This is an optimization exercise on Yosys and OpenROAD, whose aim is small area, a short achievable clock period and few clock cycles per item, not a production implementation. The RTL was checked by simulation tests, not by an equivalence proof against the original design.

### flow/config.mk
export PLATFORM = sky130hd
export DESIGN_NAME = proc_mc
export DESIGN_NICKNAME = proc_mc
export VERILOG_FILES = /design/flow/design.v
export SDC_FILE = /design/flow/constraint.sdc
export NUM_CORES = 4
export LEC_CHECK = 0
export CAP_MARGIN = 20
export CORE_MARGIN = 2
export CORE_UTILIZATION = 40
export SLEW_MARGIN = 20
### flow/run.sh
#!/bin/bash
# synth_recipe.tcl (not shown) runs the flow's synth.tcl, then flattens the netlist and writes it again
# the make line also repeats each setting of config.mk as NAME=value (left out here)
make -C /OpenROAD-flow-scripts/flow DESIGN_CONFIG=/design/flow/config.mk WORK_HOME=/design/flow/orfs CLKGATE_MAP_FILE= SYNTH_SCRIPT=/design/flow/synth_recipe.tcl finish
### flow/design.v
package proc_pkg;
    typedef enum logic [3:0] {
        OP_NOP = 4'd0,
        OP_LD  = 4'd1,
        OP_STR = 4'd2,
        OP_BRA = 4'd3,
        OP_XOR = 4'd4,
        OP_ADD = 4'd5,
        OP_ROT = 4'd6,
        OP_SHF = 4'd7,
        OP_HLT = 4'd8,
        OP_CMP = 4'd9
    } opcode_e;
    localparam logic [2:0] BR_ALWAYS = 3'd0;
    localparam logic [2:0] BR_P      = 3'd1;
    localparam logic [2:0] BR_E      = 3'd2;
    localparam logic [2:0] BR_C      = 3'd3;
    localparam logic [2:0] BR_N      = 3'd4;
    localparam logic [2:0] BR_Z      = 3'd5;
    localparam logic [2:0] BR_NC     = 3'd6;
    localparam logic [2:0] BR_GT     = 3'd7;
    localparam int PSR_C = 0;
    localparam int PSR_P = 1;
    localparam int PSR_E = 2;
    localparam int PSR_N = 3;
    localparam int PSR_Z = 4;
    typedef enum logic [1:0] {
        ST_IDLE = 2'd0,
        ST_EXEC = 2'd1,
        ST_WB   = 2'd2,
        ST_HALT = 2'd3
    } state_e;
endpackage
import proc_pkg::*;
module proc_alu
#(
    parameter int BUSW = 32,
    parameter int IMMW = 12
) (
    input  logic [3:0]      op,
    input  logic [BUSW-1:0] dst_val,
    input  logic [BUSW-1:0] src_val,
    input  logic [IMMW-1:0] cnt,
    input  logic [4:0]      psr_in,
    output logic [BUSW-1:0] result,
    output logic            wr_en,
    output logic            psr_we,
    output logic [4:0]      psr_out,
    output logic            br_taken,
    output logic            illegal
);
    localparam logic [31:0] BUSW_U = 32'(BUSW);
    logic            cnt_neg;
    logic [IMMW-1:0] mag;
    logic [31:0]     mag_w;
    logic [31:0]     rot_amt;
    logic [BUSW:0]   sum;
    logic [BUSW:0]   shl_ext;
    logic [BUSW:0]   shr_ext;
    logic [BUSW-1:0] rotl;
    logic [BUSW-1:0] rotr;
    logic            carry;
    logic            cond;
    always_comb begin
        cnt_neg = cnt[IMMW-1];
        mag     = cnt_neg ? (~cnt + IMMW'(1)) : cnt;
        mag_w   = 32'(mag);
        rot_amt = mag_w % BUSW_U;
        sum     = {1'b0, dst_val} + {1'b0, src_val};
        shl_ext = {1'b0, dst_val} << mag;
        shr_ext = {dst_val, 1'b0} >> mag;
        rotl    = (dst_val << rot_amt) | (dst_val >> (BUSW_U - rot_amt));
        rotr    = (dst_val >> rot_amt) | (dst_val << (BUSW_U - rot_amt));
    end
    always_comb begin
        case (cnt[2:0])
            BR_ALWAYS: cond = 1'b1;
            BR_P:      cond = psr_in[PSR_P];
            BR_E:      cond = psr_in[PSR_E];
            BR_C:      cond = psr_in[PSR_C];
            BR_N:      cond = psr_in[PSR_N];
            BR_Z:      cond = psr_in[PSR_Z];
            BR_NC:     cond = ~psr_in[PSR_C];
            BR_GT:     cond = ~psr_in[PSR_N] & ~psr_in[PSR_Z];
            default:   cond = 1'b0;
        endcase
    end
    always_comb begin
        result   = '0;
        wr_en    = 1'b0;
        psr_we   = 1'b0;
        carry    = 1'b0;
        br_taken = 1'b0;
        illegal  = 1'b0;
        case (op)
            OP_NOP, OP_HLT: ;
            OP_LD:  begin result = src_val;           wr_en = 1'b1; psr_we = 1'b1; end
            OP_STR: begin result = dst_val;                         psr_we = 1'b1; end
            OP_BRA: br_taken = cond;
            OP_XOR: begin result = dst_val ^ src_val; wr_en = 1'b1; psr_we = 1'b1; end
            OP_ADD: begin
                result = sum[BUSW-1:0];
                carry  = sum[BUSW];
                wr_en  = 1'b1;
                psr_we = 1'b1;
            end
            OP_ROT: begin
                wr_en  = 1'b1;
                psr_we = 1'b1;
                if (mag_w == 32'd0) begin
                    result = dst_val;
                end else if (!cnt_neg) begin
                    result = rotl;
                    carry  = rotl[0];
                end else begin
                    result = rotr;
                    carry  = rotr[BUSW-1];
                end
            end
            OP_SHF: begin
                wr_en  = 1'b1;
                psr_we = 1'b1;
                if (mag_w == 32'd0) begin
                    result = dst_val;
                end else if (mag_w >= BUSW_U) begin
                    result = '0;
                end else if (!cnt_neg) begin
                    result = shl_ext[BUSW-1:0];
                    carry  = shl_ext[BUSW];
                end else begin
                    result = shr_ext[BUSW:1];
                    carry  = shr_ext[0];
                end
            end
            OP_CMP: begin result = ~src_val;          wr_en = 1'b1; psr_we = 1'b1; end
            default: illegal = 1'b1;
        endcase
    end
    always_comb begin
        psr_out        = '0;
        psr_out[PSR_C] = carry;
        psr_out[PSR_P] = ~^result;
        psr_out[PSR_E] = ~result[0];
        psr_out[PSR_N] = result[BUSW-1];
        psr_out[PSR_Z] = (result == '0);
    end
endmodule
import proc_pkg::*;
module proc_mc
#(
    parameter  int BUSW   = 32,
    parameter  int RWORDS = 16,
    parameter  int IMMW   = 12,
    parameter  int PSRW   = 5,
    localparam int RINDW  = $clog2(RWORDS)
) (
    input  logic             clk,
    input  logic             rst,
    input  logic             in_valid,
    output logic             in_ready,
    input  logic [3:0]       opcode,
    input  logic             src_is_imm,
    input  logic [IMMW-1:0]  src_op,
    input  logic [RINDW-1:0] dst_op,
    output logic [BUSW-1:0]  res,
    output logic             res_valid,
    output logic [PSRW-1:0]  status,
    output logic             br_taken,
    output logic             halted,
    output logic             illegal
);
    proc_pkg::state_e state_q;
    proc_pkg::state_e state_d;
    logic [3:0]                  op_q, op_d;
    logic [IMMW-1:0]             src_q, src_d;
    logic [RINDW-1:0]            dst_q, dst_d;
    logic                        imm_q, imm_d;
    logic [RWORDS-1:0][BUSW-1:0] regs_q, regs_d;
    logic [4:0]                  psr_q, psr_d;
    logic [BUSW-1:0] wb_res_q, wb_res_d;
    logic            wb_we_q, wb_we_d;
    logic            wb_psr_we_q, wb_psr_we_d;
    logic [4:0]      wb_psr_q, wb_psr_d;
    logic            wb_br_q, wb_br_d;
    logic            wb_ill_q, wb_ill_d;
    logic [BUSW-1:0] res_q, res_d;
    logic            res_valid_q, res_valid_d;
    logic            br_q, br_d;
    logic            ill_q, ill_d;
    logic [BUSW-1:0] dst_val, src_val, alu_res;
    logic            alu_we, alu_psr_we, alu_br, alu_ill;
    logic [4:0]      alu_psr;
    assign dst_val = regs_q[dst_q];
    assign src_val = imm_q ? BUSW'(src_q) : regs_q[src_q[RINDW-1:0]];
    proc_alu #(.BUSW(BUSW), .IMMW(IMMW)) u_alu (
        .op       (op_q),
        .dst_val  (dst_val),
        .src_val  (src_val),
        .cnt      (src_q),
        .psr_in   (psr_q),
        .result   (alu_res),
        .wr_en    (alu_we),
        .psr_we   (alu_psr_we),
        .psr_out  (alu_psr),
        .br_taken (alu_br),
        .illegal  (alu_ill)
    );
    always_ff @(posedge clk or posedge rst) begin
        if (rst) state_q <= ST_IDLE;
        else     state_q <= state_d;
    end
    always_comb begin
        state_d = state_q;
        case (state_q)
            ST_IDLE: if (in_valid) state_d = ST_EXEC;
            ST_EXEC: state_d = ST_WB;
            ST_WB:   state_d = (op_q == OP_HLT) ? ST_HALT : ST_IDLE;
            default: state_d = ST_HALT;
        endcase
    end
    always_comb begin
        in_ready = (state_q == ST_IDLE);
        halted   = (state_q == ST_HALT);
    end
    always_comb begin
        op_d        = op_q;
        src_d       = src_q;
        dst_d       = dst_q;
        imm_d       = imm_q;
        regs_d      = regs_q;
        psr_d       = psr_q;
        wb_res_d    = wb_res_q;
        wb_we_d     = wb_we_q;
        wb_psr_we_d = wb_psr_we_q;
        wb_psr_d    = wb_psr_q;
        wb_br_d     = wb_br_q;
        wb_ill_d    = wb_ill_q;
        res_d       = res_q;
        res_valid_d = 1'b0;
        br_d        = 1'b0;
        ill_d       = 1'b0;
        if (state_q == ST_IDLE && in_valid) begin
            op_d  = opcode;
            src_d = src_op;
            dst_d = dst_op;
            imm_d = src_is_imm;
        end
        if (state_q == ST_EXEC) begin
            wb_res_d    = alu_res;
            wb_we_d     = alu_we;
            wb_psr_we_d = alu_psr_we;
            wb_psr_d    = alu_psr;
            wb_br_d     = alu_br;
            wb_ill_d    = alu_ill;
        end
        if (state_q == ST_WB) begin
            if (wb_we_q)     regs_d[dst_q] = wb_res_q;
            if (wb_psr_we_q) psr_d = wb_psr_q;
            res_d       = wb_res_q;
            res_valid_d = 1'b1;
            br_d        = wb_br_q;
            ill_d       = wb_ill_q;
        end
    end
    always_ff @(posedge clk or posedge rst) begin
        if (rst) begin
            op_q        <= '0;
            src_q       <= '0;
            dst_q       <= '0;
            imm_q       <= 1'b0;
            regs_q      <= '0;
            psr_q       <= '0;
            wb_res_q    <= '0;
            wb_we_q     <= 1'b0;
            wb_psr_we_q <= 1'b0;
            wb_psr_q    <= '0;
            wb_br_q     <= 1'b0;
            wb_ill_q    <= 1'b0;
            res_q       <= '0;
            res_valid_q <= 1'b0;
            br_q        <= 1'b0;
            ill_q       <= 1'b0;
        end else begin
            op_q        <= op_d;
            src_q       <= src_d;
            dst_q       <= dst_d;
            imm_q       <= imm_d;
            regs_q      <= regs_d;
            psr_q       <= psr_d;
            wb_res_q    <= wb_res_d;
            wb_we_q     <= wb_we_d;
            wb_psr_we_q <= wb_psr_we_d;
            wb_psr_q    <= wb_psr_d;
            wb_br_q     <= wb_br_d;
            wb_ill_q    <= wb_ill_d;
            res_q       <= res_d;
            res_valid_q <= res_valid_d;
            br_q        <= br_d;
            ill_q       <= ill_d;
        end
    end
    assign res       = res_q;
    assign res_valid = res_valid_q;
    assign br_taken  = br_q;
    assign illegal   = ill_q;
    assign status    = PSRW'(psr_q);
endmodule
### flow/constraint.sdc
create_clock -name core_clock -period 9.0 [get_ports {clk}]
set_input_delay 1.8000 -clock core_clock [delete_from_list [all_inputs] [get_ports {clk}]]
set_output_delay 1.8000 -clock core_clock [all_outputs]
set_load 0.01 [all_outputs]
==> metrics.md <==
| Metric | Value |
|---|---|
| Top FF cell, synth | `dfrtp_1` |
| Hold Fails Final Rpt | `0` |
| Final Slew Violations | `0` |
| Post-synth EDFFs | `0` |
| CORE AREA | `112000 um2` |
| CTS Hold Bufs | `0` |
| Die Wd | `339.5 um` |
| Wire length per cell | `41.53 um` |
| CP arrival | `8220 ps` |
| Post_cts resized | `0` |
| Fin cells | `5642` |
| Placed Cells | `5500` |
| Top-level port count | `66` |
| Max-slew headroom | `16.88%` |
| Area Overhead vs Synth | `11.38%` |
| Total clock sinks | `615` |
| Met3 Wirelength | `29330 um` |
| Met1 WL | `88690 um` |
| Drt total wl | `234300 um` |
| Setup WS pre-CTS | `1536 ps` |
| Final setup violation count | `0` |
| Starting Density | `40.18%` |
| Max-cap violations | `0` |
| Nets | `4159` |
| Setup bufs post-CTS | `0` |
| Minimum clock period | `7658 ps` |
| Placed inst area | `47530 um2` |
| Largest net degree at the start of global routing | `174` |
| Flops & latches, synth | `615` |
| Total number of vias | `42900` |
| Vias in the first global route | `40860` |
| Metal2 WL | `97180 um` |
| Setup TNS | `0 ps` |
| Fmax achieved | `130.6 MHz` |
| Status | `finished clean` |
| Fin worst setup slack | `1342 ps` |
| Fin crit share | `85.09%` |
| CTS clock-pin slew for the worst setup and hold paths | `70 ps` |
| Sequential share of the synthesized area | `34.19%` |
| Worst setup SP type | `register` |
| Worst hold margin | `471.6 ps` |
| DR vias/cell | `7.604` |
| Most common cell after layout, fill and taps aside | `dfrtp_1` |
| H-Tree Depth | `3` |
| Min-Delay Path Class | `reg2reg` |
| Post-synth net total | `4264` |
| CP Data Required Time | `9560 ps` |
| Syn avg cell area | `10.77 um2` |
| Die area | `115200 um2` |
| Die H | `339.5 um` |
| ANT nets after route | `0` |
| Skew-Pair Late Insertion Delay | `730 ps` |
| Top Layer Used | `met5` |
| Setup Skew | `85.64 ps` |
| Yosys warns | `2` |
| Layout cells sized above 1 | `24.32%` |
| Hpwl dp | `164800 um` |
| Max clock buf depth | `3` |
| RSZ-0062 raised after global routing | `false` |
| GR Util All Layers | `39.91%` |
| TritonCTS clock tree | `yes` |
| DR pass1 iterations | `9` |
| Synth async-reset ratio | `100.0%` |
| Commonest non-fill, non-tap cells in the layout | `605 x dfrtp_1, 385 x a32o_1, 366 x nand2_1` |
| Slew of the pin with the lowest slew margin | `1245 ps` |
| CP endpoint kind | `register` |
| Crit path max fanout | `29` |
| First-pass GRT wire length | `327600 um` |
| DRC | `0` |
| GP Congestion | `1.143` |
| Critical path class | `reg2reg` |
| CTS buffer count | `72` |
| Fin util | `44.75%` |
| Root buffer cell | `clkbuf_16` |
| Final instance area | `50130 um2` |
| Core Rows | `123` |
| Mapped Area | `45010 um2` |
| Initial antenna violation count | `15` |
| Starting DRT DRC Count | `6767` |
| Port buffer count | `65` |
| Syn Inst Count | `4181` |
| Grt ovf | `0` |
| Yosys cell types | `101` |
synthesized netlist by cell type, types with 52 or more instances:
cell / n / area share, %
dfrtp_1: 615 / 34
a32o_1: 385 / 8.6
nand2_1: 383 / 3.2
mux4_2: 327 / 16
clkbuf_1: 277 / 2.3
mux2_2: 238 / 6.0
nor2_1: 229 / 1.9
mux2i_1: 176 / 3.9
o21ai_0: 172 / 1.9
a21oi_1: 145 / 1.6
buf_1: 98 / 0.82
ha_1: 58 / 1.6
o211ai_1: 57 / 0.95
nor3_1: 54 / 0.60
nand3_1: 52 / 0.58
area by class of cell:
class / count / area [um2]
clock buffer: 106 / 2120
clock inverter: 24 / 417.9
antenna: 10 / 25.02
timing repair buffer: 282 / 2462
sequential: 615 / 15420
tap: 1500 / 1877
multi-input combinational: 3051 / 27600
inverter: 54 / 210.2
fill: 10640 / 61900
path summary, 6_finish.rpt:
check,from,end,depth (start not counted),slack [ps]
worst max-delay path,dst_q[3],wb_psr_q[1],22,1340
worst min-delay path,res_q[20],res_q[20],2,470
worst max register to register,dst_q[3],wb_psr_q[1],22,1340
worst min register to register,res_q[20],res_q[20],2,470
max in group asynchronous,rst,wb_res_q[3],5,5610
min in group asynchronous,rst,regs_q[508],2,1480
critical path, cell delays in order (launching register included):
cell and delay (ps):
dfrtp_4 780, mux4_2 580, mux2_2 310, o21ai_0 420, clkinv_1 410, ha_1 350, fa_1 480, a211o_1 280
a21oi_1 340, a211o_1 230, a31oi_1 240, o21ai_0 450, o21ai_0 210, o41ai_1 660, nand2b_1 230, xnor2_1 90
a211oi_1 390, ha_1 310, xnor2_1 170, xnor2_1 110, xnor2_1 240, xnor2_1 140, o21ai_0 80
state kept, by name, indices dropped and copies added (netlist names), 2 cells and up:
register,cells
wb_psr_q,5
dst_q,4
op_q,4
regs_q,512
src_q,12
res_q,32
state_q,2
wb_res_q,31
psr_q,5
logic make-up after synthesis:
group / count (synthesis) / share of synthesized area, %
xor gates and xnor gates: 47 / 0.9145
DFF: 615 / 34.19
adders and majority gates: 59 / 1.657
buffers and inverters: 515 / 5.065
muxes: 747 / 26.46
and+or+nand+nor: 912 / 9.115
AOI/OAI and AO/OA: 1286 / 22.60
routing by layer:
metal	vias up	track usage, %
met5	-	0.6127
met4	14	25.15
met3	837	12.93
met2	3444	56.82
met1	22060	52.30
li1	16550	-
Testbench counts, summed over its fixed seeds: cycles 48,008, items 16,000.

port drivers added, routing unchanged:
In the flow no input, the clock included, has a driving cell. The finished layout below was timed again as built, in two steps.
Step 1: set_driving_cell puts a clkbuf_16 on clk and a buf_2 on each other input, an assumption about the parent block.
Step 2, shift: input delay + t, output delay - t, t = (earliest + latest rising clock arrival at the registers) / 2. This alone moves slack from input paths to output paths.
a / b / c = ideal ports / drivers / drivers and shift; a / b = the first two.
t (ns): 0.756
setup WS [ns]: 1.342 / 1.342 / 1.342
worst setup path at the end: register to register
pins driven straight from the clock port: 1
After both steps this run still meets setup and hold. For this run, drivers alone change the setup slack by 0.000 ns; drivers and shift together by 0.000 ns.
